This is an optimization exercise on Yosys and OpenROAD, whose aim is small area, a short achievable clock period and few clock cycles, not a production implementation. At most, simulation tests tie the RTL to the original design; equivalence was not proved. No functional check of the RTL was part of run 2. Power and IR drop assume default switching activity.

## design/flow/design.v

```verilog
`default_nettype none
package rv_core_pkg;
    localparam int XLEN          = 32;
    localparam int REG_ADDR_BITS = 5;
    localparam int MEM_ADDR_BITS = 10;
    typedef logic [XLEN-1:0]          word_t;
    typedef logic [REG_ADDR_BITS-1:0] reg_addr_t;
    typedef logic [MEM_ADDR_BITS-1:0] mem_addr_t;
    typedef logic [31:0]              pc_t;
    localparam logic [6:0] OPC_OP_IMM = 7'b0010011;
    localparam logic [6:0] OPC_OP     = 7'b0110011;
    localparam logic [6:0] OPC_LUI    = 7'b0110111;
    localparam logic [6:0] OPC_JAL    = 7'b1101111;
    localparam logic [6:0] OPC_BRANCH = 7'b1100011;
    localparam logic [6:0] OPC_LOAD   = 7'b0000011;
    localparam logic [6:0] OPC_STORE  = 7'b0100011;
    typedef enum logic [2:0] {
        CLS_ALU_IMM, CLS_ALU_REG, CLS_LUI, CLS_JAL,
        CLS_BRANCH, CLS_LOAD, CLS_STORE, CLS_HALT
    } instr_class_t;
    typedef enum logic [2:0] {
        ALU_ADD, ALU_SUB, ALU_XOR, ALU_OR, ALU_AND, ALU_PASS_B
    } alu_op_t;
endpackage
`default_nettype wire
`default_nettype none
`timescale 1ns/1ns
module rv_core (
    input  wire                         clk,
    input  wire                         rst_n_i,
    input  wire                         start_i,
    input  wire [31:0]                  start_addr_i,
    output logic [9:0]                  mem_addr_o,
    output logic                        mem_we_o,
    output logic [31:0]                 mem_wdata_o,
    input  wire [31:0]                  mem_rdata_i,
    output logic [31:0]                 peek_pc_o,
    output logic [31:0]                 peek_ir_o,
    output logic                        paused_o
);
    logic        idle_q;
    logic [9:0]  fa_q;         
    logic [11:0] pcf_q;        
    logic        port_f_q;     
    logic        d_valid_q;    
    logic [11:0] d_pc_q;
    logic [31:0] ir_q;         
    logic        r_valid_q;
    logic        r_pred_q;
    logic        e_valid_q;
    logic [31:0] e_a_q, e_b_q, e_opb_q;
    logic [4:0]  e_rd_q, e_rs1_q, e_rs2_q;
    logic        e_wr_q, e_jal_q, e_br_q, e_bne_q, e_ld_q, e_st_q, e_reg_q, e_pred_q;
    logic        e_add_q, e_sub_q, e_xor_q, e_or_q, e_and_q, e_pass_q, e_link_q;
    logic [31:0] npc_q;        
    logic        we_q;
    logic [31:0] wd_q;
    logic        ldp_q, ldwb_q;
    logic [4:0]  ldp_rd_q, ldwb_rd_q;
    logic [31:0] rf [1:31];
    logic [31:0] rv_q;         
    logic [31:0] w;
    logic        d_is_jal, d_is_bb, d_pred;
    logic [11:0] d_imm, d_tgt;
    assign w        = mem_rdata_i;
    assign d_is_jal = (w[6:0] == 7'b1101111);
    assign d_is_bb  = (w[6:0] == 7'b1100011) && (w[14:13] == 2'b00) && w[31];
    assign d_imm    = d_is_jal ? {w[20], w[30:21], 1'b0} : {w[7], w[30:25], w[11:8], 1'b0};
    assign d_tgt    = d_pc_q + d_imm;
    assign d_pred   = d_valid_q && (d_is_jal || d_is_bb);
    logic [6:0]  opc;
    logic [2:0]  f3;
    logic [6:0]  f7;
    logic [4:0]  r_rd, r_rs1, r_rs2;
    logic        f3_alu;
    logic        c_imm, c_reg, c_lui, c_jal, c_br, c_ld, c_st, c_halt;
    logic [31:0] r_imm;
    assign opc   = ir_q[6:0];
    assign f3    = ir_q[14:12];
    assign f7    = ir_q[31:25];
    assign r_rd  = ir_q[11:7];
    assign r_rs1 = ir_q[19:15];
    assign r_rs2 = ir_q[24:20];
    assign f3_alu = (f3 == 3'b000) || (f3 == 3'b100) || (f3 == 3'b110) || (f3 == 3'b111);
    assign c_imm  = (opc == 7'b0010011) && f3_alu;
    assign c_reg  = (opc == 7'b0110011) &&
                    (((f7 == 7'b0000000) && f3_alu) || ((f7 == 7'b0100000) && (f3 == 3'b000)));
    assign c_lui  = (opc == 7'b0110111);
    assign c_jal  = (opc == 7'b1101111);
    assign c_br   = (opc == 7'b1100011) && (f3[2:1] == 2'b00);
    assign c_ld   = (opc == 7'b0000011) && (f3 == 3'b010);
    assign c_st   = (opc == 7'b0100011) && (f3 == 3'b010);
    assign c_halt = !(c_imm || c_reg || c_lui || c_jal || c_br || c_ld || c_st);
    always_comb begin
        if (c_st)       r_imm = {{20{ir_q[31]}}, ir_q[31:25], ir_q[11:7]};
        else if (c_br)  r_imm = {{19{ir_q[31]}}, ir_q[31], ir_q[7], ir_q[30:25], ir_q[11:8], 1'b0};
        else if (c_jal) r_imm = {{11{ir_q[31]}}, ir_q[31], ir_q[19:12], ir_q[20], ir_q[30:21], 1'b0};
        else if (c_lui) r_imm = {ir_q[31:12], 12'b0};
        else            r_imm = {{20{ir_q[31]}}, ir_q[31:20]};
    end
    logic        ex, taken, mispred, loaduse, e_kill, e_wen;
    logic [31:0] opb_x, sum, link, tgt, res;
    logic [11:0] e_tgt;
    assign ex    = e_valid_q && !ldwb_q;
    assign opb_x = e_sub_q ? ~e_opb_q : e_opb_q;
    assign sum   = e_a_q + opb_x + {31'b0, e_sub_q};
    assign link  = npc_q + 32'd4;
    assign tgt   = npc_q + e_opb_q;
    assign res   = ({32{e_add_q}}  & sum) |
                   ({32{e_xor_q}}  & (e_a_q ^ e_opb_q)) |
                   ({32{e_or_q}}   & (e_a_q | e_opb_q)) |
                   ({32{e_and_q}}  & (e_a_q & e_opb_q)) |
                   ({32{e_pass_q}} & e_opb_q) |
                   ({32{e_link_q}} & link);
    assign taken   = e_jal_q || (e_br_q && ((e_a_q == e_b_q) ^ e_bne_q));
    assign mispred = (e_jal_q || e_br_q) && (taken != e_pred_q);
    assign loaduse = e_ld_q && (e_rd_q != 5'd0) && r_valid_q && !c_halt &&
                     ((r_rs1 == e_rd_q) || (r_rs2 == e_rd_q));
    assign e_kill  = ex && (mispred || loaduse);
    assign e_tgt   = (mispred && taken) ? tgt[11:0] : link[11:0];
    assign e_wen   = ex && e_wr_q;
    logic [31:0] rf1, rf2, a_n, b_n;
    logic        byp1, byp2;
    assign rf1  = (r_rs1 != 5'd0 && rv_q[r_rs1]) ? rf[r_rs1] : 32'd0;
    assign rf2  = (r_rs2 != 5'd0 && rv_q[r_rs2]) ? rf[r_rs2] : 32'd0;
    assign byp1 = e_wen && (e_rd_q == r_rs1);
    assign byp2 = e_wen && (e_rd_q == r_rs2);
    assign a_n  = byp1 ? res : rf1;
    assign b_n  = byp2 ? res : rf2;
    logic        rf_we;
    logic [4:0]  rf_wa;
    logic [31:0] rf_wd;
    assign rf_we = ldwb_q || e_wen;
    assign rf_wa = ldwb_q ? ldwb_rd_q : e_rd_q;
    assign rf_wd = ldwb_q ? mem_rdata_i : res;
    always_ff @(posedge clk) begin
        if (rf_we) begin
            rf[rf_wa] <= rf_wd;
        end
    end
    always_ff @(posedge clk) begin
        if (!rst_n_i) begin
            rv_q <= 32'd0;
        end else if (rf_we) begin
            rv_q[rf_wa] <= 1'b1;
        end
    end
    logic        r_hold_halt, halt_go, r_move;
    logic [11:0] seq, nf;
    assign r_hold_halt = r_valid_q && c_halt;
    assign halt_go     = !idle_q && r_hold_halt && !e_valid_q;
    assign r_move      = !idle_q && !ldwb_q && !r_hold_halt;
    assign seq = port_f_q ? {pcf_q[11:2] + 10'd1, pcf_q[1:0]} : pcf_q;
    assign nf  = e_kill ? e_tgt : (d_pred ? d_tgt : seq);
    always_ff @(posedge clk) begin
        if (!rst_n_i) begin
            idle_q    <= 1'b1;
            port_f_q  <= 1'b0;
            d_valid_q <= 1'b0;
            r_valid_q <= 1'b0;
            e_valid_q <= 1'b0;
            we_q      <= 1'b0;
            ldp_q     <= 1'b0;
            ldwb_q    <= 1'b0;
        end else begin
            ldp_q  <= ex && e_ld_q && (e_rd_q != 5'd0);
            ldwb_q <= ldp_q && !(e_wen && (e_rd_q == ldp_rd_q));
            we_q   <= ex && e_st_q;
            if (idle_q) begin
                port_f_q  <= start_i;
                d_valid_q <= 1'b0;
                r_valid_q <= 1'b0;
                e_valid_q <= 1'b0;
                if (start_i) idle_q <= 1'b0;
            end else begin
                port_f_q  <= !(ex && (e_ld_q || e_st_q));
                d_valid_q <= port_f_q && !e_kill && !d_pred && !halt_go;
                if (halt_go) begin
                    idle_q    <= 1'b1;
                    r_valid_q <= 1'b0;
                    e_valid_q <= 1'b0;
                end else begin
                    if (e_kill)       r_valid_q <= 1'b0;
                    else if (r_move)  r_valid_q <= d_valid_q;
                    if (ldwb_q)       e_valid_q <= e_valid_q;
                    else if (e_kill)  e_valid_q <= 1'b0;
                    else              e_valid_q <= r_valid_q && !c_halt;
                end
            end
        end
    end
    always_ff @(posedge clk) begin
        if (idle_q) begin
            if (start_i) begin
                fa_q  <= start_addr_i[11:2];
                pcf_q <= start_addr_i[11:0];
                npc_q <= start_addr_i;
            end
        end else begin
            pcf_q <= nf;
            if (ex && (e_ld_q || e_st_q)) fa_q <= sum[11:2];
            else                          fa_q <= nf[11:2];
            if (ex) npc_q <= taken ? tgt : link;
        end
        d_pc_q <= pcf_q;
    end
    always_ff @(posedge clk) begin
        ldp_rd_q  <= e_rd_q;
        ldwb_rd_q <= ldp_rd_q;
        if (ex && e_st_q) wd_q <= e_b_q;
    end
    always_ff @(posedge clk) begin
        if (r_move) begin
            ir_q     <= mem_rdata_i;
            r_pred_q <= d_is_jal || d_is_bb;
        end
    end
    always_ff @(posedge clk) begin
        if (ldwb_q) begin
            if (e_rs1_q == ldwb_rd_q) e_a_q <= mem_rdata_i;
            if (e_rs2_q == ldwb_rd_q) e_b_q <= mem_rdata_i;
            if (e_reg_q && e_rs2_q == ldwb_rd_q) e_opb_q <= mem_rdata_i;
        end else if (r_move) begin
            e_a_q    <= a_n;
            e_b_q    <= b_n;
            e_opb_q  <= c_reg ? b_n : r_imm;
            e_rd_q   <= r_rd;
            e_rs1_q  <= r_rs1;
            e_rs2_q  <= r_rs2;
            e_wr_q   <= (c_imm || c_reg || c_lui || c_jal) && (r_rd != 5'd0);
            e_jal_q  <= c_jal;
            e_br_q   <= c_br;
            e_bne_q  <= f3[0];
            e_ld_q   <= c_ld;
            e_st_q   <= c_st;
            e_reg_q  <= c_reg;
            e_pred_q <= r_pred_q;
            e_sub_q  <= c_reg && f7[5];
            e_add_q  <= ((c_imm || c_reg) && f3 == 3'b000) || c_ld || c_st;
            e_xor_q  <= (c_imm || c_reg) && f3 == 3'b100;
            e_or_q   <= (c_imm || c_reg) && f3 == 3'b110;
            e_and_q  <= (c_imm || c_reg) && f3 == 3'b111;
            e_pass_q <= c_lui;
            e_link_q <= c_jal;
        end
    end
    assign mem_addr_o  = fa_q;
    assign mem_we_o    = we_q;
    assign mem_wdata_o = wd_q;
    assign paused_o    = idle_q;
    assign peek_pc_o   = npc_q;
    assign peek_ir_o   = ir_q;
endmodule
`default_nettype wire
```

## design/flow/run.sh

```bash
#!/bin/bash
# synth_recipe.tcl (not shown) runs the flow's synth.tcl, then flattens the netlist and writes it again
# the make line also repeats each setting of config.mk as NAME=value (left out here)
make -C /OpenROAD-flow-scripts/flow DESIGN_CONFIG=/design/flow/config.mk WORK_HOME=/design/flow/orfs CLKGATE_MAP_FILE= SYNTH_SCRIPT=/design/flow/synth_recipe.tcl finish
```

## design/flow/config.mk

```make
export PLATFORM = sky130hd
export DESIGN_NAME = rv_core
export DESIGN_NICKNAME = rv_core
export VERILOG_FILES = /design/flow/design.v
export SDC_FILE = /design/flow/constraint.sdc
export NUM_CORES = 4
export LEC_CHECK = 0
export CAP_MARGIN = 20
export CORE_MARGIN = 2
export CORE_UTILIZATION = 40
export SLEW_MARGIN = 20
```

## design/flow/constraint.sdc

```tcl
create_clock -name core_clock -period 10.0 [get_ports {clk}]
set_input_delay 2.0000 -clock core_clock [delete_from_list [all_inputs] [get_ports {clk}]]
set_output_delay 2.0000 -clock core_clock [all_outputs]
set_load 0.01 [all_outputs]
```

==> results of run 1 <==
[kinds of logic after synthesis]
group                      after synthesis  synth area share (%)
adders and majority gates              145                 2.724
DFF                                   1305                 57.07
buffers and inverters                  386                 2.522
AOI/OAI and AO/OA                      744                 7.307
and+or+nand+nor                        793                 5.362
muxes                                  819                 22.56
xor gates and xnor gates               189                 2.455
[area by class of cell]
cell class	instances	area, µm²
clock inverters	70	574.3
well taps	2204	2758
fillers	14523	90770
multi-input cells	2690	27650
clock buffers	185	3869
flip-flops and latches	1305	38530
repair buffers	288	2660
inverters	108	405.4
diodes	2	5.005
[path summary, 6_finish.rpt]
kind	startpoint	endpoint	slack (ns)
setup reg to reg	e_sub_q$_DFFE_PP_	rf[15][12]$_DFFE_PP_	5.24
hold / removal	pcf_q[1]$_DFFE_PP_	d_pc_q[1]$_DFF_P_	0.35
hold reg to reg	pcf_q[1]$_DFFE_PP_	d_pc_q[1]$_DFF_P_	0.35
setup / recovery	mem_rdata_i[6]	fa_q[9]$_DFFE_PP_	4.39
[cell usage in the layout (no fill, tap or decap), types with 37 or more instances in the layout]
cell type	count
xnor2_1	103
inv_1	104
o21ai_0	118
a21o_1	42
nand3_1	49
nor2b_1	37
clkbuf_16	148
dfxtp_1	58
nand2_1	243
clkdlybuf4s50_1	174
ha_1	142
edfxtp_1	1235
nor2_1	242
buf_4	109
a211oi_1	63
mux2i_1	236
xor2_1	86
a21oi_1	219
mux4_2	557
[worst reg2reg max path, cell delays in order (launching register included)]
cell	delay [ns]
edfxtp_1	0.35
buf_4	0.31
mux2_2	0.39
fa_1	0.44
a21o_1	0.25
a311oi_1	0.30
o21ai_0	0.24
a311oi_1	0.72
o21bai_1	0.23
xor2_1	0.18
a221oi_1	0.64
a21oi_2	0.12
buf_4	0.25
[report_power, final]
part	internal, mW	leakage, nW	total (mW)	switching (mW)
Clock	2.87	2.19	5.10	2.23
Combinational	0.805	11.4	1.95	1.14
Sequential	6.15	11.8	6.31	0.154
[layer usage]
layer / track usage, % / up-vias / part of all wire (%)
li1: - / 17992 / -
met1: 33.55 / 22636 / 38
met2: 42.39 / 2320 / 48
met3: 4.288 / 465 / 8.2
met4: 12.47 / 2 / 5.3
met5: 0 / - / 0.0049
[stage by stage]
stage | setup WS [ns] | instances
floorplan | 4.838 | 4381
global placement | 3.626 | 6595
detailed placement | 3.677 | 6595
CTS | 4.507 | 6850
global route | 4.058 | 6852
finish | 4.394 | 6852
[flip-flops by register name, indices dropped and copies added (netlist names), 31 cells and up, named ones only]
signal,flops
npc_q,32
rf,992
e_a_q,32
ir_q,32
wd_q,32
rv_q,31
e_b_q,32
e_opb_q,32
==> results.yml, run 1 <==
clock_network:
  clock_latency_ns: 0.81
  ctsHoldBuffers: 0
  post-cts-setup-buffers: 0
  cts-root-buf: "clkbuf_16"
  clk_pin_slew_ns: 0.06
  numCtsBuffers: 144
  htree_levels: 4
  cts_resized: 0
  clock-sinks: 1305
  clk_path_buf_depth: 3
  cts_tree: "built"
yosys:
  synth_top_area_share_pct: 55.00
  ys_seq_elements: 1305
  seq_area_frac_synth_pct: 57.07
  syn_area_um2: 67430
  syn-instance-count: 4381
  synth_area_leaders: "edfxtp_1 55%, mux4_2 19%, mux2i_1 3.5%, ha_1 2.6%, dfxtp_1 2.1%"
  yosysTopAreaCell: "edfxtp_1"
  synthTopCellsByCount: "1235 x edfxtp_1, 557 x mux4_2, 278 x nor2_1, 244 x nand2_1, 237 x mux2i_1"
  synth-edff-count: 1235
  yosysUniqueCellTypes: 93
  synthMostInstantiatedCell: "edfxtp_1"
  yosysWarnings: 1
  async_flop_share_pct: 0
  syn_area_per_cell_um2: 15.39
  synth_nets: 4593
  ys.flop_type: "edfxtp_1"
power:
  total_power_mw: 13.36
  vdd_drop_max_mv: 0.1764
  p_per_area_nw_per_um2: 174.7
  leakage_nw: 25.34
finish:
  area_growth_syn_to_layout_pct: 13.37
  nNetsFinal: 4749
  layout-drive-gt1-share_pct: 21.42
  final_area_um2: 76450
  final_util_pct: 45.72
outcome:
  status: "finished clean"
timing:
  slew_viol_final: 0
  rsz0062_at_grt: "no"
  period_share_pct: 56.06
  fin_crit_ns: 5.606
  hold_viol: 0
  fmax_mhz: 178.4
  fin_skew_ns: 0.04018
  finalSetupViolations: 0
  whs_ns: 0.3510
  fin_setup_tns_ns: 0
  worst_slew_pin_slew_ns: 1.111
  slew_headroom_pct: 25.41
routing:
  drt_iter0_drc: 5618
  num_vias: 43415
  vias_per_cell: 6.336
  firstDrtPassIters: 7
  route.detailed.drc: 0
  drtAntennaViolNets: 0
  wirelength_mm: 225.3
  wl_per_cell_um: 32.88
worst_setup_path:
  slowest_stage: "clkdlybuf4s50_1"
  cp_data_arrival_time_ns: 6.12
  cp-start-kind: "input port"
  cp_num_cells: 16
  path_class: "input port to register"
  crit_chain: "clkdlybuf4s50_1 > and4b_1 > nand4_1 > nand2_1 > o21ai_0 > ha_1 > fa_1 > a21oi_1 > o21ai_0 > a2111oi_0 > nor3_1 > a221o_1 > xnor2_1 > a21oi_1 > a21oi_1 > o221ai_1"
  crit_path_max_incr_delay_ns: 0.52
  cp_common_cell: "a21oi_1"
  required_ns: 10.52
  path_delay_family: "compound AO/OA/AOI/OAI gates"
  path_buf_inv: 1
  reg2reg_depth: 12
  worstPathMaxFanout: 7
  worstSetupEndpointType: "register"
hold_path:
  hold_path_depth: 0
  hold_path_class: "register to register"
global_route:
  grt_max_degree: 96
  antenna_found_initial: 7
  grt_pass1_vias: 42776
  grt_use_total_pct: 25.87
  grt_pass1_wl_mm: 318.8
  overflow: 0
place:
  hpwl_mm: 138.5
  placed_area_um2: 71990
  gp_congestion: 0.9423
  port_buffers: 174
floorplan:
  die_height_um: 414.6
  pin_count: 175
  die_w_um: 414.6
  die_area_um2: 171900
  coreArea_um2: 167200
  start_util_pct: 40.32
  num_rows: 150
job:
  maxCapViolCount: 0
Testbench counts, summed over its fixed seeds: cycles 23,067.
==> inputs of run 2 (changes only) <==
--- a/design/flow/design.v
+++ b/design/flow/design.v
@@ -43,6 +43,11 @@
     logic [11:0] pcf_q;        
     logic        port_f_q;     
     logic        d_valid_q;    
+    logic        d_btb_q;      
+    logic [1:0]  btb_v_q;
+    logic [11:0] btb_pc_q [2];
+    logic [11:0] btb_tgt_q [2];
+    logic        btb_lru_q;    
     logic [11:0] d_pc_q;
     logic [31:0] ir_q;         
     logic        r_valid_q;
@@ -61,13 +66,15 @@
     logic [31:0] rv_q;         
     logic [31:0] w;
     logic        d_is_jal, d_is_bb, d_pred;
-    logic [11:0] d_imm, d_tgt;
+    logic [11:0] d_tgt;
     assign w        = mem_rdata_i;
     assign d_is_jal = (w[6:0] == 7'b1101111);
     assign d_is_bb  = (w[6:0] == 7'b1100011) && (w[14:13] == 2'b00) && w[31];
-    assign d_imm    = d_is_jal ? {w[20], w[30:21], 1'b0} : {w[7], w[30:25], w[11:8], 1'b0};
-    assign d_tgt    = d_pc_q + d_imm;
-    assign d_pred   = d_valid_q && (d_is_jal || d_is_bb);
+    logic [11:0] d_tgt_j, d_tgt_b;
+    rv_add #(.W(12)) u_dtgt_j (.a(d_pc_q), .b({w[20], w[30:21], 1'b0}), .cin(1'b0), .s(d_tgt_j));
+    rv_add #(.W(12)) u_dtgt_b (.a(d_pc_q), .b({w[7], w[30:25], w[11:8], 1'b0}), .cin(1'b0), .s(d_tgt_b));
+    assign d_tgt    = w[2] ? d_tgt_j : d_tgt_b;
+    assign d_pred   = d_valid_q && (d_is_jal || d_is_bb) && !d_btb_q;
     logic [6:0]  opc;
     logic [2:0]  f3;
     logic [6:0]  f7;
@@ -99,13 +106,13 @@
         else            r_imm = {{20{ir_q[31]}}, ir_q[31:20]};
     end
     logic        ex, taken, mispred, loaduse, e_kill, e_wen;
-    logic [31:0] opb_x, sum, link, tgt, res;
+    logic [31:0] sum, link, tgt, res;
     logic [11:0] e_tgt;
     assign ex    = e_valid_q && !ldwb_q;
-    assign opb_x = e_sub_q ? ~e_opb_q : e_opb_q;
-    assign sum   = e_a_q + opb_x + {31'b0, e_sub_q};
-    assign link  = npc_q + 32'd4;
-    assign tgt   = npc_q + e_opb_q;
+    rv_add #(.W(32)) u_sum (.a(e_a_q), .b(e_opb_q), .cin(e_sub_q), .s(sum));
+    rv_inc #(.W(30)) u_link (.a(npc_q[31:2]), .s(link[31:2]));
+    assign link[1:0] = npc_q[1:0];
+    rv_add #(.W(32)) u_tgt (.a(npc_q), .b(e_opb_q), .cin(1'b0), .s(tgt));
     assign res   = ({32{e_add_q}}  & sum) |
                    ({32{e_xor_q}}  & (e_a_q ^ e_opb_q)) |
                    ({32{e_or_q}}   & (e_a_q | e_opb_q)) |
@@ -114,8 +121,9 @@
                    ({32{e_link_q}} & link);
     assign taken   = e_jal_q || (e_br_q && ((e_a_q == e_b_q) ^ e_bne_q));
     assign mispred = (e_jal_q || e_br_q) && (taken != e_pred_q);
-    assign loaduse = e_ld_q && (e_rd_q != 5'd0) && r_valid_q && !c_halt &&
-                     ((r_rs1 == e_rd_q) || (r_rs2 == e_rd_q));
+    assign loaduse = e_ld_q && (e_rd_q != 5'd0) && r_valid_q &&
+                     (((c_imm || c_reg || c_br || c_ld || c_st) && (r_rs1 == e_rd_q)) ||
+                      ((c_reg || c_br || c_st) && (r_rs2 == e_rd_q)));
     assign e_kill  = ex && (mispred || loaduse);
     assign e_tgt   = (mispred && taken) ? tgt[11:0] : link[11:0];
     assign e_wen   = ex && e_wr_q;
@@ -146,12 +154,25 @@
         end
     end
     logic        r_hold_halt, halt_go, r_move;
-    logic [11:0] seq, nf;
+    logic [11:0] seq;
     assign r_hold_halt = r_valid_q && c_halt;
     assign halt_go     = !idle_q && r_hold_halt && !e_valid_q;
     assign r_move      = !idle_q && !ldwb_q && !r_hold_halt;
-    assign seq = port_f_q ? {pcf_q[11:2] + 10'd1, pcf_q[1:0]} : pcf_q;
-    assign nf  = e_kill ? e_tgt : (d_pred ? d_tgt : seq);
+    logic [9:0] pcf_inc;
+    rv_inc #(.W(10)) u_seq (.a(pcf_q[11:2]), .s(pcf_inc));
+    logic btb_hit0, btb_hit1, btb_hit;
+    assign btb_hit0 = btb_v_q[0] && (pcf_q == btb_pc_q[0]);
+    assign btb_hit1 = btb_v_q[1] && (pcf_q == btb_pc_q[1]);
+    assign btb_hit  = btb_hit0 || btb_hit1;
+    assign seq = port_f_q ? (btb_hit0 ? btb_tgt_q[0] : btb_hit1 ? btb_tgt_q[1] : {pcf_inc, pcf_q[1:0]})
+                          : pcf_q;
+    logic       d_take, e_mem;
+    logic [11:0] nf_e;
+    logic [9:0]  fa_e;
+    assign d_take = d_pred && !e_kill;
+    assign e_mem  = ex && (e_ld_q || e_st_q);
+    assign nf_e   = e_kill ? e_tgt : seq;
+    assign fa_e   = e_mem ? sum[11:2] : nf_e[11:2];
     always_ff @(posedge clk) begin
         if (!rst_n_i) begin
             idle_q    <= 1'b1;
@@ -160,14 +181,17 @@
             r_valid_q <= 1'b0;
             e_valid_q <= 1'b0;
             we_q      <= 1'b0;
+            btb_v_q   <= 2'b00;
             ldp_q     <= 1'b0;
             ldwb_q    <= 1'b0;
         end else begin
             ldp_q  <= ex && e_ld_q && (e_rd_q != 5'd0);
             ldwb_q <= ldp_q && !(e_wen && (e_rd_q == ldp_rd_q));
             we_q   <= ex && e_st_q;
+            if (d_pred) btb_v_q[btb_lru_q] <= 1'b1;
             if (idle_q) begin
                 port_f_q  <= start_i;
+                if (start_i) btb_v_q <= 2'b00;
                 d_valid_q <= 1'b0;
                 r_valid_q <= 1'b0;
                 e_valid_q <= 1'b0;
@@ -197,17 +221,23 @@
                 npc_q <= start_addr_i;
             end
         end else begin
-            pcf_q <= nf;
-            if (ex && (e_ld_q || e_st_q)) fa_q <= sum[11:2];
-            else                          fa_q <= nf[11:2];
+            pcf_q <= d_take ? d_tgt : nf_e;
+            fa_q  <= (d_take && !e_mem) ? d_tgt[11:2] : fa_e;
             if (ex) npc_q <= taken ? tgt : link;
         end
-        d_pc_q <= pcf_q;
+        d_pc_q  <= pcf_q;
+        d_btb_q <= port_f_q && btb_hit;
+        if (d_pred) begin
+            btb_pc_q[btb_lru_q]  <= d_pc_q;
+            btb_tgt_q[btb_lru_q] <= d_tgt;
+        end
+        if (d_pred)                   btb_lru_q <= !btb_lru_q;
+        else if (port_f_q && btb_hit) btb_lru_q <= btb_hit0;
     end
     always_ff @(posedge clk) begin
         ldp_rd_q  <= e_rd_q;
         ldwb_rd_q <= ldp_rd_q;
-        if (ex && e_st_q) wd_q <= e_b_q;
+        wd_q      <= e_b_q;
     end
     always_ff @(posedge clk) begin
         if (r_move) begin
@@ -219,11 +249,11 @@
         if (ldwb_q) begin
             if (e_rs1_q == ldwb_rd_q) e_a_q <= mem_rdata_i;
             if (e_rs2_q == ldwb_rd_q) e_b_q <= mem_rdata_i;
-            if (e_reg_q && e_rs2_q == ldwb_rd_q) e_opb_q <= mem_rdata_i;
+            if (e_reg_q && e_rs2_q == ldwb_rd_q) e_opb_q <= e_sub_q ? ~mem_rdata_i : mem_rdata_i;
         end else if (r_move) begin
             e_a_q    <= a_n;
             e_b_q    <= b_n;
-            e_opb_q  <= c_reg ? b_n : r_imm;
+            e_opb_q  <= c_reg ? (f7[5] ? ~b_n : b_n) : r_imm;
             e_rd_q   <= r_rd;
             e_rs1_q  <= r_rs1;
             e_rs2_q  <= r_rs2;
@@ -251,4 +281,54 @@
     assign peek_pc_o   = npc_q;
     assign peek_ir_o   = ir_q;
 endmodule
+module rv_add #(
+    parameter int W = 32
+) (
+    input  wire [W-1:0] a,
+    input  wire [W-1:0] b,
+    input  wire         cin,
+    output logic [W-1:0] s
+);
+    logic [W-1:0] g, p, gn, pn, x;
+    always_comb begin
+        x = a ^ b;
+        g = a & b;
+        p = x;
+        g[0] = g[0] | (p[0] & cin);
+        for (int l = 0; (1 << l) < W; l++) begin
+            gn = g;
+            pn = p;
+            for (int i = 0; i < W; i++) begin
+                if (((i >> l) & 1) == 1) begin
+                    gn[i] = g[i] | (p[i] & g[((i >> l) << l) - 1]);
+                    pn[i] = p[i] & p[((i >> l) << l) - 1];
+                end
+            end
+            g = gn;
+            p = pn;
+        end
+        s = x ^ {g[W-2:0], cin};
+    end
+endmodule
+module rv_inc #(
+    parameter int W = 30
+) (
+    input  wire [W-1:0] a,
+    output logic [W-1:0] s
+);
+    logic [W-1:0] p, pn;
+    always_comb begin
+        p = a;
+        for (int l = 0; (1 << l) < W; l++) begin
+            pn = p;
+            for (int i = 0; i < W; i++) begin
+                if (((i >> l) & 1) == 1) begin
+                    pn[i] = p[i] & p[((i >> l) << l) - 1];
+                end
+            end
+            p = pn;
+        end
+        s = a ^ {p[W-2:0], 1'b1};
+    end
+endmodule
 `default_nettype wire
==> design/flow/flow/run.sh (new file) <==
#!/bin/bash
set -euo pipefail
bash standard.sh SETUP_SLACK_MARGIN=6.6 finish > standard_flow.log 2>&1
==> design/flow/standard.sh (new file) <==
#!/bin/bash
# synth_recipe.tcl (not shown) runs the flow's synth.tcl, then flattens the netlist and writes it again
# the make line also repeats each setting of config.mk as NAME=value (left out here)
make -C /OpenROAD-flow-scripts/flow DESIGN_CONFIG=/design/flow/config.mk WORK_HOME=/design/flow/orfs CLKGATE_MAP_FILE= SYNTH_SCRIPT=/design/flow/synth_recipe.tcl "${@:-finish}"
removed: design/flow/run.sh
==> run 2 against run 1 <==
Sequential power is 3.8% higher. Maximum frequency is 44% higher. First-iteration DRC count up 12%. Clock power rose by 11%. Sequential cell count is 52 higher.
==> results.yml, run 2 <==
outcome:
  status: "finished clean"
yosys:
  ys_seq_elements: 1357
  synth_area_leaders: "edfxtp_1 55%, mux4_2 19%, mux2i_1 3.1%, dfxtp_1 3.1%, ha_1 2.2%"
  seq_area_frac_synth_pct: 58.02
  yosysUniqueCellTypes: 98
  synthMostInstantiatedCell: "edfxtp_1"
  ys.flop_type: "edfxtp_1"
  syn_area_per_cell_um2: 15.85
  synthTopCellsByCount: "1251 x edfxtp_1, 565 x mux4_2, 243 x nor2_1, 229 x a21oi_1, 215 x mux2i_1"
  synth-edff-count: 1251
  synth_top_area_share_pct: 54.92
  yosysWarnings: 5
  yosysTopAreaCell: "edfxtp_1"
  synth_nets: 4520
  async_flop_share_pct: 0
  syn_area_um2: 68400
  syn-instance-count: 4315
finish:
  top_register: "rf"
  nNetsFinal: 5021
  area_growth_syn_to_layout_pct: 22.96
  final_common_cell: "edfxtp_1"
  final_util_pct: 49.57
  final_cell_mix: "1251 x edfxtp_1, 565 x mux4_2, 252 x buf_4"
  largest_reg_flops: 992
  layout-drive-gt1-share_pct: 35.89
power:
  total_power_mw: 14.79
  internal_power_mw: 10.89
  power_frac_seq_pct: 44.3
  p_comb_share_pct: 17.3
  vdd_drop_max_mv: 0.1789
  p_per_area_nw_per_um2: 175.9
  p_sw_share_pct: 26.37
  power_frac_clock_pct: 38.4
  leakage_nw: 28.62
  switchingPower_mw: 3.900
clock_network:
  clock_latency_ns: 0.81
  cts_tree: "built"
  htree_levels: 4
  ctsHoldBuffers: 0
  cts-root-buf: "clkbuf_16"
  clk_pin_slew_ns: 0.07
  clock-sinks: 1357
  clk_path_buf_depth: 3
  numCtsBuffers: 147
routing:
  vias_per_cell: 6.400
  num_vias: 45855
  wirelength_mm: 246.5
  firstDrtPassIters: 6
  route.detailed.drc: 0
  drtAntennaViolNets: 0
  drt_iter0_drc: 6285
  wl_per_cell_um: 34.40
timing:
  worst_slew_pin_slew_ns: 1.140
  fin_skew_ns: 0.03712
  finalSetupViolations: 0
  slew_viol_final: 0
  period_share_pct: 38.94
  fin_crit_ns: 3.894
  fin_setup_tns_ns: 0
  rsz0062_at_grt: "yes"
  slew_headroom_pct: 23.32
  fmax_mhz: 256.8
  hold_viol: 0
  worst_slack_ns: 6.106
worst_setup_path:
  cp_data_arrival_time_ns: 4.54
  r2r_slack_ns: 6.11
  path_class: "register to register"
  worstSetupEndpointType: "register"
  r2r-end: "rf[4][16]$_DFFE_PP_"
  endpoint: "rf[4][16]$_DFFE_PP_"
  r2r_start: "e_a_q[3]$_DFFE_PP_"
  cp-startpoint: "e_a_q[3]$_DFFE_PP_"
  required_ns: 10.65
  reg2reg_depth: 15
  cp-start-kind: "register"
  worstPathMaxFanout: 8
floorplan:
  die_area_um2: 174300
  die_height_um: 417.5
  coreArea_um2: 169700
  die_w_um: 417.5
  num_rows: 151
  pin_count: 175
  start_util_pct: 40.32
global_route:
  grt_pass1_vias: 44509
  grt_max_degree: 110
  grt_pass1_wl_mm: 342.2
  antenna_found_initial: 7
  overflow: 0
  grt_use_total_pct: 27.84
job:
  maxCapViolCount: 0
place:
  hpwl_mm: 139.2
  port_buffers: 174
  dp_slack_ns: 4.753
  gp_congestion: 0.9535
hold_path:
  hold_path_class: "register to register"
run 2: repair_timing:
item,CTS,global route
setup endpoints to repair,1843,1644
cloned,41,9
resized for setup,892,191
pin swaps,107,105
setup buffers,245,56
run 2: cell type report:
cell class	instances	area, µm²
Multi-Input combinational cell	2578	29340
Clock buffer	183	3948
Tap cell	2218	2775
Clock inverter	90	1035
Timing Repair inverter	3	26.28
Inverter	113	460.4
Timing Repair Buffer	616	6739
Antenna cell	7	17.52
Fill cell	14010	85560
Sequential cell	1357	39770
run 2: logic make-up after synthesis:
kind of cell | share of synthesized area (%)
AOI/OAI and AO/OA | 6.896
buffers and inverters | 2.548
and+or+nand+nor | 4.652
muxes | 22.35
DFF | 58.02
xor gates and xnor gates | 2.817
adders and majority gates | 2.711
run 2: per-stage QoR:
stage / cells / instance area [µm²] / hold slack [ns]
after floorplan: 4315 / 68770 / 0.3462
after global placement: 6534 / 73090 / 0.3556
after detailed placement: 6534 / 73090 / 0.3603
after CTS: 7093 / 82630 / 0.3636
after global routing: 7161 / 84090 / 0.3767
final: 7165 / 84100 / 0.3556
run 2: power by group through the flow:
stage	clock network (mW)	logic [mW]	registers, mW
floorplan	0	1.30	6.60
CTS	5.73	2.38	6.54
global route	5.95	2.68	6.55
detailed placement	0	1.91	6.72
global placement	0	1.90	6.72
finish	5.68	2.56	6.55
run 2: worst max-delay path, cell delays in order, from the launching register on:
cell	delay, ns
edfxtp_1	0.48
inv_1	0.08
ha_1	0.40
o211ai_1	0.31
a21oi_4	0.10
o211a_4	0.26
or2_4	0.23
a21o_1	0.19
fa_2	0.53
a2bb2oi_2	0.05
o211ai_1	0.15
clkbuf_16	0.23
nor2_4	0.06
buf_6	0.14
nor2_4	0.29
clkbuf_16	0.23
run 2: how the worst min path moves through the flow:
| stage | start | to | slack, ns | cells past startpoint |
|---|---|---|---|---|
| after global placement | ldp_rd_q[1]$_DFF_P_ | ldwb_rd_q[1]$_DFF_P_ | 0.36 | 0 |
| after global routing | ldp_rd_q[3]$_DFF_P_ | ldwb_rd_q[3]$_DFF_P_ | 0.38 | 0 |
| after floorplan | pcf_q[8]$_DFFE_PP_ | d_pc_q[8]$_DFF_P_ | 0.35 | 0 |
| after detailed placement | ldp_rd_q[4]$_DFF_P_ | ldwb_rd_q[4]$_DFF_P_ | 0.36 | 0 |
| after CTS | ldp_rd_q[3]$_DFF_P_ | ldwb_rd_q[3]$_DFF_P_ | 0.36 | 0 |
| final | ldp_rd_q[3]$_DFF_P_ | ldwb_rd_q[3]$_DFF_P_ | 0.36 | 0 |
run 2: routing by layer:
layer,global-route usage [%],part of all wire [%]
met2,43.68,46
met4,14.49,5.9
met5,0,0.014
met3,5.946,10
met1,36.51,38
==> inputs of run 3 (changes only) <==
--- a/design/flow/design.v
+++ b/design/flow/design.v
@@ -54,7 +54,7 @@
     logic        r_pred_q;
     logic        e_valid_q;
     logic [31:0] e_a_q, e_b_q, e_opb_q;
-    logic [4:0]  e_rd_q, e_rs1_q, e_rs2_q;
+    logic [4:0]  e_rd_q;
     logic        e_wr_q, e_jal_q, e_br_q, e_bne_q, e_ld_q, e_st_q, e_reg_q, e_pred_q;
     logic        e_add_q, e_sub_q, e_xor_q, e_or_q, e_and_q, e_pass_q, e_link_q;
     logic [31:0] npc_q;        
@@ -121,11 +121,16 @@
                    ({32{e_link_q}} & link);
     assign taken   = e_jal_q || (e_br_q && ((e_a_q == e_b_q) ^ e_bne_q));
     assign mispred = (e_jal_q || e_br_q) && (taken != e_pred_q);
+    logic r_use1, r_use2, r_kill;
+    assign r_use1  = c_imm || c_reg || c_br || c_ld || c_st;
+    assign r_use2  = c_reg || c_br || c_st;
     assign loaduse = e_ld_q && (e_rd_q != 5'd0) && r_valid_q &&
-                     (((c_imm || c_reg || c_br || c_ld || c_st) && (r_rs1 == e_rd_q)) ||
-                      ((c_reg || c_br || c_st) && (r_rs2 == e_rd_q)));
+                     ((r_use1 && (r_rs1 == e_rd_q)) || (r_use2 && (r_rs2 == e_rd_q)));
     assign e_kill  = ex && (mispred || loaduse);
-    assign e_tgt   = (mispred && taken) ? tgt[11:0] : link[11:0];
+    assign r_kill  = !e_kill && r_move && ldp_q && r_valid_q &&
+                     ((r_use1 && (r_rs1 == ldp_rd_q)) || (r_use2 && (r_rs2 == ldp_rd_q)));
+    assign e_tgt   = e_kill ? ((mispred && taken) ? tgt[11:0] : link[11:0])
+                            : (!ex ? npc_q[11:0] : taken ? tgt[11:0] : link[11:0]);
     assign e_wen   = ex && e_wr_q;
     logic [31:0] rf1, rf2, a_n, b_n;
     logic        byp1, byp2;
@@ -169,9 +174,9 @@
     logic       d_take, e_mem;
     logic [11:0] nf_e;
     logic [9:0]  fa_e;
-    assign d_take = d_pred && !e_kill;
+    assign d_take = d_pred && !e_kill && !r_kill;
     assign e_mem  = ex && (e_ld_q || e_st_q);
-    assign nf_e   = e_kill ? e_tgt : seq;
+    assign nf_e   = (e_kill || r_kill) ? e_tgt : seq;
     assign fa_e   = e_mem ? sum[11:2] : nf_e[11:2];
     always_ff @(posedge clk) begin
         if (!rst_n_i) begin
@@ -198,16 +203,16 @@
                 if (start_i) idle_q <= 1'b0;
             end else begin
                 port_f_q  <= !(ex && (e_ld_q || e_st_q));
-                d_valid_q <= port_f_q && !e_kill && !d_pred && !halt_go;
+                d_valid_q <= port_f_q && !e_kill && !r_kill && !d_pred && !halt_go;
                 if (halt_go) begin
                     idle_q    <= 1'b1;
                     r_valid_q <= 1'b0;
                     e_valid_q <= 1'b0;
                 end else begin
-                    if (e_kill)       r_valid_q <= 1'b0;
+                    if (e_kill || r_kill) r_valid_q <= 1'b0;
                     else if (r_move)  r_valid_q <= d_valid_q;
                     if (ldwb_q)       e_valid_q <= e_valid_q;
-                    else if (e_kill)  e_valid_q <= 1'b0;
+                    else if (e_kill || r_kill) e_valid_q <= 1'b0;
                     else              e_valid_q <= r_valid_q && !c_halt;
                 end
             end
@@ -246,17 +251,11 @@
         end
     end
     always_ff @(posedge clk) begin
-        if (ldwb_q) begin
-            if (e_rs1_q == ldwb_rd_q) e_a_q <= mem_rdata_i;
-            if (e_rs2_q == ldwb_rd_q) e_b_q <= mem_rdata_i;
-            if (e_reg_q && e_rs2_q == ldwb_rd_q) e_opb_q <= e_sub_q ? ~mem_rdata_i : mem_rdata_i;
-        end else if (r_move) begin
+        if (r_move) begin
             e_a_q    <= a_n;
             e_b_q    <= b_n;
             e_opb_q  <= c_reg ? (f7[5] ? ~b_n : b_n) : r_imm;
             e_rd_q   <= r_rd;
-            e_rs1_q  <= r_rs1;
-            e_rs2_q  <= r_rs2;
             e_wr_q   <= (c_imm || c_reg || c_lui || c_jal) && (r_rd != 5'd0);
             e_jal_q  <= c_jal;
             e_br_q   <= c_br;
--- a/design/flow/config.mk
+++ b/design/flow/config.mk
@@ -7,5 +7,5 @@
 export LEC_CHECK = 0
 export CAP_MARGIN = 20
 export CORE_MARGIN = 2
-export CORE_UTILIZATION = 40
+export CORE_UTILIZATION = 55
 export SLEW_MARGIN = 20
==> run 3 against run 2 <==
Hold slack better by 0.064 ns. Wire length fell by 1.3%. Sequential power shrank 0.9%. Synthesized cell count down 3.0%. Die area shrank 28%. Largest cell class unchanged. Power fell by 1.3%. Synthesized area decreased by 1.6%. Register-to-register slack worse by 0.04 ns. Clock power decreased by 7.4%. Via count down 0.79%.
==> results.yml, run 3 <==
timing:
  worst_slack_ns: 6.062
  fin_setup_tns_ns: 0
  period_share_pct: 39.38
  hold_viol: 0
  fin_crit_ns: 3.938
  finalSetupViolations: 0
  worst_slew_pin_slew_ns: 1.155
  slew_headroom_pct: 20.82
  slew_viol_final: 0
  fmax_mhz: 253.9
  rsz0062_at_grt: "yes"
  fin_skew_ns: 0.02408
yosys:
  synth_area_leaders: "edfxtp_1 55%, mux4_2 20%, dfxtp_1 3.2%, mux2i_1 2.9%, ha_1 2.2%"
  yosysWarnings: 5
  syn_area_per_cell_um2: 16.07
  synthMostInstantiatedCell: "edfxtp_1"
  ys_seq_elements: 1346
  syn_area_um2: 67290
  async_flop_share_pct: 0
  seq_area_frac_synth_pct: 58.49
  yosysUniqueCellTypes: 88
  synth_nets: 4392
  yosysTopAreaCell: "edfxtp_1"
  synth-edff-count: 1240
  ys.flop_type: "edfxtp_1"
  syn-instance-count: 4187
  synthTopCellsByCount: "1240 x edfxtp_1, 594 x mux4_2, 229 x nor2_1, 192 x mux2i_1, 177 x nand2_1"
  synth_top_area_share_pct: 55.34
global_route:
  grt_pass1_wl_mm: 331.5
  grt_use_total_pct: 38.12
  grt_pass1_vias: 43692
  grt_max_degree: 90
  overflow: 0
  antenna_found_initial: 10
finish:
  area_growth_syn_to_layout_pct: 24.16
  nNetsFinal: 4959
  fill_cells: 8058
  final_util_pct: 68.73
  layout-drive-gt1-share_pct: 37.70
  final_common_cell: "edfxtp_1"
  final_area_um2: 83550
  final_cell_mix: "1240 x edfxtp_1, 594 x mux4_2, 274 x buf_4"
  top_register: "rf"
  largest_reg_flops: 992
floorplan:
  start_util_pct: 55.36
  pin_count: 175
  die_area_um2: 125200
  die_height_um: 353.8
  coreArea_um2: 121600
  num_rows: 128
  die_w_um: 353.8
worst_setup_path:
  r2r-end: "rf[25][22]$_DFFE_PP_"
  cp-start-kind: "register"
  path_buf_inv: 8
  r2r_slack_ns: 6.06
  cp-startpoint: "e_sub_q$_DFFE_PN_"
  reg2reg_depth: 19
  path_delay_family: "compound AO/OA/AOI/OAI gates"
  required_ns: 10.53
  cp_common_cell: "buf_6"
  cp_data_arrival_time_ns: 4.47
  path_class: "register to register"
  crit_chain: "fa_2 > inv_2 > fa_2 > nor2b_4 > o2111ai_4 > buf_6 > a21oi_4 > buf_6 > buf_6 > buf_6 > o211ai_1 > a21boi_2 > o21a_1 > or3_4 > a31oi_4 > buf_12 > buf_12 > mux2i_4 > buf_6"
  r2r_start: "e_sub_q$_DFFE_PN_"
  crit_path_max_incr_delay_ns: 0.42
  endpoint: "rf[25][22]$_DFFE_PP_"
  slowest_stage: "edfxtp_1"
  worstPathMaxFanout: 12
  cp_num_cells: 19
  worstSetupEndpointType: "register"
routing:
  drtAntennaViolNets: 0
  drt_iter0_drc: 6342
  firstDrtPassIters: 6
  wl_per_cell_um: 37.41
  route.detailed.drc: 0
  vias_per_cell: 6.994
  wirelength_mm: 243.3
  num_vias: 45494
power:
  leakage_nw: 28.27
  power_frac_seq_pct: 44.4
  p_sw_share_pct: 27.28
  switchingPower_mw: 3.982
  internal_power_mw: 10.62
  power_frac_clock_pct: 36.0
  p_per_area_nw_per_um2: 174.8
  p_comb_share_pct: 19.5
  total_power_mw: 14.60
  vdd_drop_max_mv: 0.2129
clock_network:
  numCtsBuffers: 146
  htree_levels: 4
  cts-root-buf: "clkbuf_16"
  clock-sinks: 1346
  clk_pin_slew_ns: 0.06
  cts_tree: "built"
  clock_latency_ns: 0.79
  clk_path_buf_depth: 3
place:
  dp_slack_ns: 4.549
  port_buffers: 174
  hpwl_mm: 135.5
  gp_congestion: 0.9686
  placed_area_um2: 71660
hold_path:
  hold_path_class: "register to register"
  min_from: "e_b_q[17]$_DFFE_PN_"
job:
  maxCapViolCount: 0
outcome:
  status: "finished clean"
run 3: cell count changes in the layout (fill, tap and decap cells not counted), sizes merged, moves of 27 or more:
cell	delta
a21oi	-63
a221oi	-31
buf	+27
inv	+27
mux4	+27
o22ai	+48
xor2	-50
run 3: repair_timing:
item / 4_1_cts / 5_1_grt
buffers inserted: 259 / 78
hold buffers: 0 / 0
endpoints found under the hold margin: 0 / 0
endpoints found under the setup margin: 1658 / 1451
cloned: 51 / 17
pin swaps: 133 / 125
resized for setup: 911 / 267
run 3: power by group through the flow:
stage               Combinational, mW  Sequential [mW]  Clock, mW
global placement                 2.04             6.65          0
floorplan                        1.35             6.55          0
global route                     2.96             6.49       5.52
detailed placement               2.05             6.65          0
CTS                              2.59             6.49       5.31
finish                           2.85             6.49       5.26
run 3: worst min-delay path by stage:
stage / cells after the start / slack (ns) / endpoint
floorplan: 0 / 0.34 / d_pc_q[7]$_DFF_P_
global placement: 0 / 0.38 / wd_q[12]$_DFF_P_
detailed placement: 0 / 0.38 / wd_q[12]$_DFF_P_
CTS: 0 / 0.42 / e_pred_q$_DFFE_PN_
global route: 0 / 0.42 / wd_q[17]$_DFF_P_
finish: 0 / 0.42 / wd_q[17]$_DFF_P_
run 3: layout make-up:
class	instances	area (µm²)	area share (%)
repair buffers	651	7138	8.544
multi-input cells	2468	29850	35.72
diodes	7	17.52	0.02097
clock inverters	74	638.1	0.7638
clock buffers	193	3925	4.698
flip-flops and latches	1346	39400	47.16
inverters	141	546.8	0.6545
well taps	1625	2033	2.434
run 3: layer usage:
layer / GRT usage [%] / routed length, µm
met1: 50.55 / 87260
met5: 0 / 23
met3: 9.825 / 29570
met2: 58.68 / 111300
met4: 19.81 / 15200
run 3: worst reg2reg max path: cells and delay by family, from the launching register on:
family / cells / cell delay [ns]
buffers and inverters: 8 / 1.03
muxes: 1 / 0.07
and+or+nand+nor: 2 / 0.40
adders and majority gates: 2 / 0.65
DFF: 1 / 0.42
AOI/OAI and AO/OA: 6 / 1.11
run 3: stage by stage:
stage	instances	hold WS, ns
after floorplan	4187	0.3427
after global routing	6501	0.4157
after CTS	6402	0.4201
after detailed placement	5825	0.3848
after global placement	5823	0.3757
final	6505	0.4200
run 3: logic make-up (layout without fill, tap and decap cells):
logic type               after synthesis  after routing  share of synthesized area [%]
flip-flops                          1346           1346                          58.49
multiplexers                         807            835                          23.09
AND/OR/NAND/NOR                      685            688                          4.899
AO/OA/AOI/OAI                        630            630                          6.088
buffers and inverters                404           1059                          2.371
XOR/XNOR                             177            177                          2.304
adder cells (fa/ha/maj)              138            138                          2.756
other                                  0              7                              0
Testbench counts of run 3, summed over its fixed seeds: cycles 21,509.
==> inputs of run 4 (changes only) <==
--- a/design/flow/config.mk
+++ b/design/flow/config.mk
@@ -7,5 +7,5 @@
 export LEC_CHECK = 0
 export CAP_MARGIN = 20
 export CORE_MARGIN = 2
-export CORE_UTILIZATION = 55
+export CORE_UTILIZATION = 40
 export SLEW_MARGIN = 20
==> run 4 against run 3 <==
Still clean on timing, DRC and antenna. Cell count is 7.9% higher. Clock power about the same. Non-clock buffer count decreased by 51. Critical endpoint is now rf[25][8]$_DFFE_PP_. Largest cell class unchanged.
==> results.yml, run 4 <==
yosys:
  syn_area_per_cell_um2: 16.07
  synth_compound_area_share_pct: 6.088
  ys_seq_elements: 1346
  synth_top_family_by_area: "multiplexers"
  yosysTopAreaCell: "edfxtp_1"
  seq_area_frac_synth_pct: 58.49
  synth_nets: 4392
  async_flop_share_pct: 0
  synth-adder-area-share_pct: 2.756
  syn-instance-count: 4187
  synth_top_area_share_pct: 55.34
  synth_mux_area_share_pct: 23.09
  yosysUniqueCellTypes: 88
  synthXorXnorAreaFrac_pct: 2.304
  yosysWarnings: 5
  synth_area_leaders: "edfxtp_1 55%, mux4_2 20%, dfxtp_1 3.2%, mux2i_1 2.9%, ha_1 2.2%"
  synthTopCellsByCount: "1240 x edfxtp_1, 594 x mux4_2, 229 x nor2_1, 192 x mux2i_1, 177 x nand2_1"
  syn_area_um2: 67290
  synthMostInstantiatedCell: "edfxtp_1"
  ys.flop_type: "edfxtp_1"
  synth-edff-count: 1240
  yosys.area_share.simple_pct: 4.899
routing:
  firstDrtPassIters: 8
  wl_per_cell_um: 33.90
  drtAntennaViolNets: 0
  wl_met3_mm: 22.14
  vias_per_cell: 6.339
  route.detailed.drc: 0
  num_vias: 44478
  route.layer.met1.wl_mm: 88.40
  wirelength_mm: 237.9
  topRoutingLayerUsed: "met5"
  wl_met2_mm: 111.9
  drt_iter0_drc: 6438
worst_setup_path:
  required_ns: 10.52
  worstSetupEndpointType: "register"
  cp_data_arrival_time_ns: 4.37
  cp_common_cell: "fa_2"
  path_delay_family: "compound AO/OA/AOI/OAI gates"
  r2r-end: "rf[25][8]$_DFFE_PP_"
  crit_path_max_incr_delay_ns: 0.45
  endpoint: "rf[25][8]$_DFFE_PP_"
  cp_num_cells: 15
  path_class: "register to register"
  reg2reg_depth: 15
  slowest_stage: "fa_2"
  r2r_slack_ns: 6.15
  crit_chain: "fa_2 > inv_2 > fa_2 > nor2b_4 > o2111ai_4 > nand2_2 > a21oi_4 > o21bai_4 > fa_2 > a222oi_1 > o211ai_1 > a21oi_4 > buf_6 > mux2i_4 > buf_12"
  path_buf_inv: 3
  cp-startpoint: "e_opb_q[0]$_DFFE_PN_"
  worstPathMaxFanout: 16
  cp-start-kind: "register"
  r2r_start: "e_opb_q[0]$_DFFE_PN_"
clock_network:
  clk_pin_slew_ns: 0.06
  clock_latency_ns: 0.80
  cts-root-buf: "clkbuf_16"
  clock-sinks: 1346
  numCtsBuffers: 144
  cts_tree: "built"
  htree_levels: 4
  clk_path_buf_depth: 3
timing:
  hold_viol: 0
  finalSetupViolations: 0
  period_share_pct: 38.53
  fin_crit_ns: 3.853
  fmax_mhz: 259.5
  slew_viol_final: 0
  worst_slew_pin_slew_ns: 1.099
  rsz0062_at_grt: "yes"
  whs_ns: 0.3934
  fin_skew_ns: 0.03236
  slew_headroom_pct: 26.44
  fin_setup_tns_ns: 0
global_route:
  grt_pass1_wl_mm: 324.3
  grt_max_degree: 125
  grt_pass1_vias: 43562
  overflow: 0
  grt_use_total_pct: 26.53
  antenna_found_initial: 10
finish:
  layout-drive-gt1-share_pct: 36.92
  fill_cells: 13597
  final_util_pct: 49.76
  final_cell_mix: "1240 x edfxtp_1, 594 x mux4_2, 252 x buf_4"
  largest_reg_flops: 992
  nNetsFinal: 4901
  final_common_cell: "edfxtp_1"
  top_register: "rf"
  area_growth_syn_to_layout_pct: 23.51
  stdcell_count: 7017
hold_path:
  hold_path_class: "register to register"
power:
  switchingPower_mw: 3.905
  p_per_area_nw_per_um2: 173.3
  p_sw_share_pct: 27.12
  leakage_nw: 27.80
  internal_power_mw: 10.49
  vdd_drop_max_mv: 0.1588
  p_comb_share_pct: 18.3
  power_frac_clock_pct: 36.5
  power_frac_seq_pct: 45.2
place:
  hpwl_mm: 133.3
  gp_congestion: 0.9531
  placed_cells: 6405
  port_buffers: 174
floorplan:
  pin_count: 175
  num_rows: 150
  die_height_um: 414.2
  die_w_um: 414.2
  die_area_um2: 171500
  start_util_pct: 40.29
  coreArea_um2: 167000
job:
  maxCapViolCount: 0
outcome:
  status: "finished clean"
run 4: cell counts after synthesis:
No cell type changed its count.
run 4: cell families after synthesis:
group / after synthesis
xor gates and xnor gates: 177
AOI/OAI and AO/OA: 630
buffers and inverters: 404
adders and majority gates: 138
and+or+nand+nor: 685
muxes: 807
DFF: 1346
run 4: final cells by class:
class | count | area (µm²) | area share (%)
Timing Repair Buffer | 600 | 6285 | 7.562
Inverter | 141 | 550.5 | 0.6624
Clock inverter | 62 | 576.8 | 0.6940
Tap cell | 2204 | 2758 | 3.318
Sequential cell | 1346 | 39410 | 47.42
Antenna cell | 5 | 12.51 | 0.01505
Multi-Input combinational cell | 2463 | 29540 | 35.54
Clock buffer | 196 | 3974 | 4.781
run 4: power groups by stage:
| stage | clock network, mW | registers (mW) | logic, mW |
|---|---|---|---|
| 2_1_floorplan | 0 | 6.55 | 1.35 |
| 3_3_place_gp | 0 | 6.68 | 1.99 |
| 3_5_place_dp | 0 | 6.68 | 2.01 |
| 4_1_cts | 5.29 | 6.51 | 2.42 |
| 5_1_grt | 5.51 | 6.52 | 2.76 |
| 6_report | 5.25 | 6.51 | 2.63 |
run 4: how the worst min path moves through the flow:
stage	cells after the start	from	to	slack [ns]
after CTS	0	e_b_q[18]$_DFFE_PN_	wd_q[18]$_DFF_P_	0.39
after global routing	0	e_b_q[18]$_DFFE_PN_	wd_q[18]$_DFF_P_	0.41
after detailed placement	0	e_b_q[18]$_DFFE_PN_	wd_q[18]$_DFF_P_	0.38
after global placement	0	e_b_q[14]$_DFFE_PN_	wd_q[14]$_DFF_P_	0.38
after floorplan	0	pcf_q[7]$_DFFE_PP_	d_pc_q[7]$_DFF_P_	0.34
final	0	e_b_q[18]$_DFFE_PN_	wd_q[18]$_DFF_P_	0.39
run 4: metrics by stage:
stage                     worst slack (ns)  area, µm²  power (mW)
after floorplan                      5.704      67750       7.901
after global placement               4.642      72300       8.668
after detailed placement             4.617      72300       8.687
after CTS                            6.161      80890       14.22
after global routing                 6.049      83110       14.78
final                                6.147      83110       14.40
run 4: timing repair:
item	CTS	global route
hold buffers	0	0
pin swaps	100	141
setup endpoints to repair	2311	1386
buffers inserted	220	79
gates cloned	31	19
resized for setup	861	262
run 4: per-layer routing:
metal / vias up / GRT usage [%]
met5: - / 0
met4: 2 / 14.45
met3: 567 / 5.305
met2: 2566 / 42.48
met1: 23273 / 34.06
li1: 18070 / -
==> inputs of run 5 (changes only) <==
==> design/flow/flow/run.sh (replaced) <==
#!/bin/bash
set -euo pipefail
bash standard.sh SETUP_SLACK_MARGIN=6.3 finish > standard_flow.log 2>&1
==> run 5 against run 4 <==
Maximum frequency increased by 0.35%. Count of clock-buffer cells in the layout decreased by 1. Via count decreased by 2.9%. Clock power about the same. Combinational power decreased by 13%. Clock skew decreased by 0.0027 ns. Critical endpoint is now rf[12][16]$_DFFE_PP_. Highest routed layer unchanged.
==> results.yml, run 5 <==
outcome:
  status: "finished clean"
yosys:
  synth_area_leaders: "edfxtp_1 55%, mux4_2 20%, dfxtp_1 3.2%, mux2i_1 2.9%, ha_1 2.2%"
  synth-edff-count: 1240
  synthMostInstantiatedCell: "edfxtp_1"
  synth_compound_area_share_pct: 6.088
  yosysTopAreaCell: "edfxtp_1"
  yosys.area_share.simple_pct: 4.899
  synth_nets: 4392
  synth_top_area_share_pct: 55.34
  synthTopCellsByCount: "1240 x edfxtp_1, 594 x mux4_2, 229 x nor2_1, 192 x mux2i_1, 177 x nand2_1"
  ys.flop_type: "edfxtp_1"
  synthXorXnorAreaFrac_pct: 2.304
  synth_mux_area_share_pct: 23.09
  syn_area_um2: 67290
  syn_area_per_cell_um2: 16.07
  synth_top_family_by_area: "multiplexers"
  syn-instance-count: 4187
  seq_area_frac_synth_pct: 58.49
  synth-adder-area-share_pct: 2.756
  yosysUniqueCellTypes: 88
  ys_seq_elements: 1346
  async_flop_share_pct: 0
  yosysWarnings: 5
floorplan:
  die_w_um: 414.2
  num_rows: 150
  die_area_um2: 171500
  pin_count: 175
  coreArea_um2: 167000
  die_height_um: 414.2
  start_util_pct: 40.29
global_route:
  grt_max_degree: 94
  overflow: 0
  grt_pass1_wl_mm: 319.8
  grt_use_total_pct: 26.11
  antenna_found_initial: 2
  grt_pass1_vias: 42704
clock_network:
  clock_latency_ns: 0.80
  ctsHoldBuffers: 0
  clock-sinks: 1346
  clk_pin_slew_ns: 0.06
  cts_tree: "built"
  clk_path_buf_depth: 3
  cts-root-buf: "clkbuf_16"
  htree_levels: 4
  numCtsBuffers: 146
timing:
  fin_crit_ns: 3.839
  whs_ns: 0.4074
  finalSetupViolations: 0
  fmax_mhz: 260.5
  hold_viol: 0
  fin_skew_ns: 0.02961
  worst_slew_pin_slew_ns: 1.135
  fin_setup_tns_ns: 0
  period_share_pct: 38.39
  slew_headroom_pct: 24.21
  slew_viol_final: 0
  rsz0062_at_grt: "yes"
worst_setup_path:
  crit_chain: "fa_2 > inv_2 > fa_2 > nor2b_4 > o2111ai_4 > a21oi_4 > nor2_1 > nor2_1 > o21ai_1 > fa_1 > o21ai_2 > a2111oi_4 > buf_4 > mux2i_4 > buf_12 > buf_12 > buf_16"
  crit_path_max_incr_delay_ns: 0.52
  path_delay_family: "adder cells"
  required_ns: 10.54
  cp-start-kind: "register"
  worstSetupEndpointType: "register"
  path_class: "register to register"
  worstPathMaxFanout: 8
  path_buf_inv: 5
  cp_data_arrival_time_ns: 4.38
  slowest_stage: "fa_1"
routing:
  route.detailed.drc: 0
  wirelength_mm: 229.0
  vias_per_cell: 6.295
  num_vias: 43208
  firstDrtPassIters: 6
  drt_iter0_drc: 5370
  drtAntennaViolNets: 0
  wl_per_cell_um: 33.36
finish:
  area_growth_syn_to_layout_pct: 18.74
  fill_cells: 14121
  regArea_um2: 39410
  nNetsFinal: 4744
  multi_input_area_um2: 28030
  final_common_cell: "edfxtp_1"
  layout-drive-gt1-share_pct: 30.08
  largest_reg_flops: 992
  final_cell_mix: "1240 x edfxtp_1, 594 x mux4_2, 210 x buf_4"
  top_register: "rf"
power:
  p_per_area_nw_per_um2: 176.1
  leakage_nw: 26.64
  vdd_drop_max_mv: 0.1763
hold_path:
  hold_path_class: "register to register"
place:
  hpwl_mm: 136.5
  gp_congestion: 0.9394
  port_buffers: 174
job:
  maxCapViolCount: 0
[run 5: cell counts after synthesis]
No cell type changed its count.
[run 5: final cells by class]
cell class | count | share of cell area, %
diodes | 3 | 0.009396
flip-flops and latches | 1346 | 49.32
clock buffers | 195 | 4.995
repair inverters | 1 | 0.009396
well taps | 2204 | 3.451
clock inverters | 71 | 0.7939
inverters | 141 | 0.6734
repair buffers | 460 | 5.670
multi-input cells | 2443 | 35.08
[run 5: per-stage QoR]
step | setup WS [ns] | power, mW | util [%] | cell area [µm²] | cells
3_3_place_gp | 4.671 | 8.659 | 43.24 | 72230 | 6410
2_1_floorplan | 5.704 | 7.890 | - | 67560 | 4187
4_1_cts | 6.142 | 14.03 | 47.26 | 78940 | 6816
6_report | 6.161 | 14.07 | 47.83 | 79900 | 6864
5_1_grt | 6.072 | 14.47 | 47.83 | 79890 | 6861
3_5_place_dp | 4.655 | 8.673 | 43.26 | 72260 | 6411
[run 5: power breakdown]
group	internal, mW	total (mW)	switching, mW	leakage, nW
Clock	2.96	5.27	2.32	2.26
Combinational	0.988	2.28	1.29	12.3
Sequential	6.36	6.52	0.159	12.1
[run 5: timing repair]
| action | 4_1_cts | 5_1_grt |
|---|---|---|
| pin swaps | 48 | 49 |
| endpoints found under the setup margin | 2114 | 954 |
| cloned | 9 | 6 |
| setup buffers | 130 | 39 |
| resized for setup | 361 | 124 |
| endpoints found under the hold margin | 0 | 0 |
[run 5: cell families (layout without fill, tap and decap cells)]
family,after synthesis,count (layout)
simple gates,685,686
other cells,0,3
fa+ha+maj,138,138
xor+xnor,177,177
buf+inv,404,868
flops,1346,1346
mux,807,812
compound gates,630,630
[run 5: worst paths after layout]
check	cells after the start	start	endpoint	slack, ns
setup / recovery	17	e_a_q[0]$_DFFE_PN_	rf[12][16]$_DFFE_PP_	6.16
hold / removal	0	e_b_q[15]$_DFFE_PN_	wd_q[15]$_DFF_P_	0.41
setup reg to reg	17	e_a_q[0]$_DFFE_PN_	rf[12][16]$_DFFE_PP_	6.16
hold reg to reg	0	e_b_q[15]$_DFFE_PN_	wd_q[15]$_DFF_P_	0.41
[run 5: per-layer routing]
metal / global-route usage, % / up-vias / part of all wire, %
met4: 12.13 / 2 / 5.2
met1: 34.35 / 22665 / 38
met2: 41.74 / 2371 / 47
li1: - / 17706 / -
met3: 5.324 / 464 / 9.1
met5: 0 / - / 0.0057
==> inputs of run 6 (changes only) <==
==> design/flow/flow/run.sh (replaced) <==
#!/bin/bash
set -euo pipefail
bash standard.sh SETUP_SLACK_MARGIN=6.0 finish > standard_flow.log 2>&1
==> run 6 against run 5 <==
Still clean on timing, DRC and antenna. Power about the same. Count of clock-buffer cells in the layout increased by 1. Die area unchanged. Cell count decreased by 1.7%. Via count decreased by 1.6%. Sequential cell count unchanged. Largest power group unchanged.
==> results.yml, run 6 <==
outcome:
  status: "finished clean"
hold_path:
  hold_path_class: "register to register"
  whs_endpoint: "wd_q[11]$_DFF_P_"
power:
  vdd_drop_max_mv: 0.1826
  p_comb_share_pct: 15.4
  power_frac_clock_pct: 38.3
  internal_power_mw: 10.42
  p_sw_share_pct: 25.97
  p_per_area_nw_per_um2: 179.7
finish:
  final_cell_mix: "1240 x edfxtp_1, 594 x mux4_2, 194 x nor2_1"
  fill_cells: 14157
  largest_reg_flops: 992
  final_util_pct: 46.87
  nNetsFinal: 4634
  regArea_um2: 39400
worst_setup_path:
  worstSetupEndpointType: "register"
  crit_chain: "fa_2 > inv_2 > fa_2 > nor2b_4 > o2111ai_2 > buf_4 > a21oi_4 > buf_4 > nor3b_2 > o21bai_1 > xor2_1 > a221oi_2 > o22ai_1 > xnor2_1 > o21ai_0"
  crit_path_max_incr_delay_ns: 0.62
  slowest_stage: "a221oi_2"
  worstPathMaxFanout: 6
  required_ns: 10.52
  r2r_start: "e_opb_q[0]$_DFFE_PN_"
  path_delay_family: "compound AO/OA/AOI/OAI gates"
  path_class: "register to register"
  reg2reg_depth: 15
global_route:
  antenna_found_initial: 3
place:
  gp_congestion: 0.9589
  hpwl_mm: 133.3
  port_buffers: 174
yosys:
  ys_seq_elements: 1346
  yosysUniqueCellTypes: 88
  yosysWarnings: 5
  synthTopCellsByCount: "1240 x edfxtp_1, 594 x mux4_2, 229 x nor2_1, 192 x mux2i_1, 177 x nand2_1"
timing:
  slew_headroom_pct: 28.31
  fmax_mhz: 246.9
  rsz0062_at_grt: "yes"
  whs_ns: 0.3988
  period_share_pct: 40.51
clock_network:
  htree_levels: 4
  clk_path_buf_depth: 3
  clk_pin_slew_ns: 0.07
  numCtsBuffers: 144
floorplan:
  die_area_um2: 171500
  pin_count: 175
  die_w_um: 414.2
routing:
  route.detailed.drc: 0
  vias_per_cell: 6.300
  num_vias: 42522
  wl_per_cell_um: 32.87
==> run 6: changes by cell type in the layout (fill, tap and decap cells not counted), sizes merged, moves of 2 or more <==
| cell | before | now |
|---|---|---|
| bufinv | 5 | 13 |
| clkinv | 58 | 40 |
| clkdlybuf4s50 | 52 | 158 |
| dlymetal6s2s | 3 | 5 |
| inv | 146 | 144 |
| clkbuf | 197 | 199 |
| buf | 294 | 178 |
| clkdlybuf4s15 | 10 | 0 |
| bufbuf | 2 | 4 |
| mux2 | 24 | 21 |
| dlygate4sd2 | 96 | 9 |
| clkinvlp | 4 | 7 |
==> run 6: worst register-to-register path, stage by stage (launching register included) <==
cell and delay [ns]:
edfxtp_1 0.43, fa_2 0.38, inv_2 0.07, fa_2 0.24
nor2b_4 0.05, o2111ai_2 0.27, buf_4 0.19, a21oi_4 0.09
buf_4 0.16, nor3b_2 0.37, o21bai_1 0.12, xor2_1 0.25
a221oi_2 0.63, o22ai_1 0.21, xnor2_1 0.21, o21ai_0 0.10
==> run 6: layout make-up <==
type	instances	area share (%)
Antenna cell	4	0.01279
Clock buffer	196	5.079
Clock inverter	62	0.9318
Inverter	141	0.6840
Multi-Input combinational cell	2438	34.91
Sequential cell	1346	50.33
Tap cell	2204	3.523
Timing Repair Buffer	357	4.521
Timing Repair inverter	1	0.009589
==> run 6: per-stage QoR <==
stage	instance area, µm²	worst slack [ns]	instances
5_1_grt	78280	5.877	6745
2_1_floorplan	67470	5.704	4187
6_report	78290	5.949	6749
4_1_cts	77830	5.971	6731
3_5_place_dp	72220	4.563	6413
3_3_place_gp	72190	4.629	6412
==> run 6: kinds of logic after synthesis <==
logic type | synth area share, %
and+or+nand+nor | 4.899
AOI/OAI and AO/OA | 6.088
xor gates and xnor gates | 2.304
DFF | 58.49
adders and majority gates | 2.756
buffers and inverters | 2.371
muxes | 23.09
==> run 6: how the worst max path moves through the flow <==
stage / start / end / slack (ns)
2_1_floorplan: ir_q[5]$_DFFE_PN_ / e_a_q[0]$_DFFE_PN_ / 5.70
3_3_place_gp: mem_rdata_i[2] / fa_q[1]$_DFFE_PP_ / 4.63
3_5_place_dp: mem_rdata_i[2] / fa_q[1]$_DFFE_PP_ / 4.56
4_1_cts: mem_rdata_i[2] / fa_q[1]$_DFFE_PP_ / 5.97
5_1_grt: e_a_q[0]$_DFFE_PN_ / e_opb_q[16]$_DFFE_PN_ / 5.88
6_report: e_opb_q[0]$_DFFE_PN_ / e_opb_q[11]$_DFFE_PN_ / 5.95
==> run 6: routing by layer <==
metal | track usage (%) | routed length [µm] | vias to the layer above | part of all wire, %
met1 | 33.14 | 85810 | 22283 | 39
li1 | - | - | 17460 | -
met2 | 40.39 | 104200 | 2264 | 47
met3 | 5.004 | 18830 | 509 | 8.5
met4 | 13.24 | 12970 | 6 | 5.8
met5 | 0 | 43 | - | 0.019
==> run 6: what timing repair did <==
item	4_1_cts	5_1_grt
gates resized for setup	74	70
setup endpoints to repair	909	600
setup buffers	54	13
pin swaps	11	24
gates cloned	6	1
==> run 6: power by group through the flow <==
stage	combinational, mW	sequential, mW	clock [mW]
finish	2.16	6.52	5.38
global route	2.28	6.53	5.66
CTS	2.09	6.53	5.46
detailed placement	1.99	6.68	0
global placement	1.97	6.68	0
floorplan	1.33	6.55	0
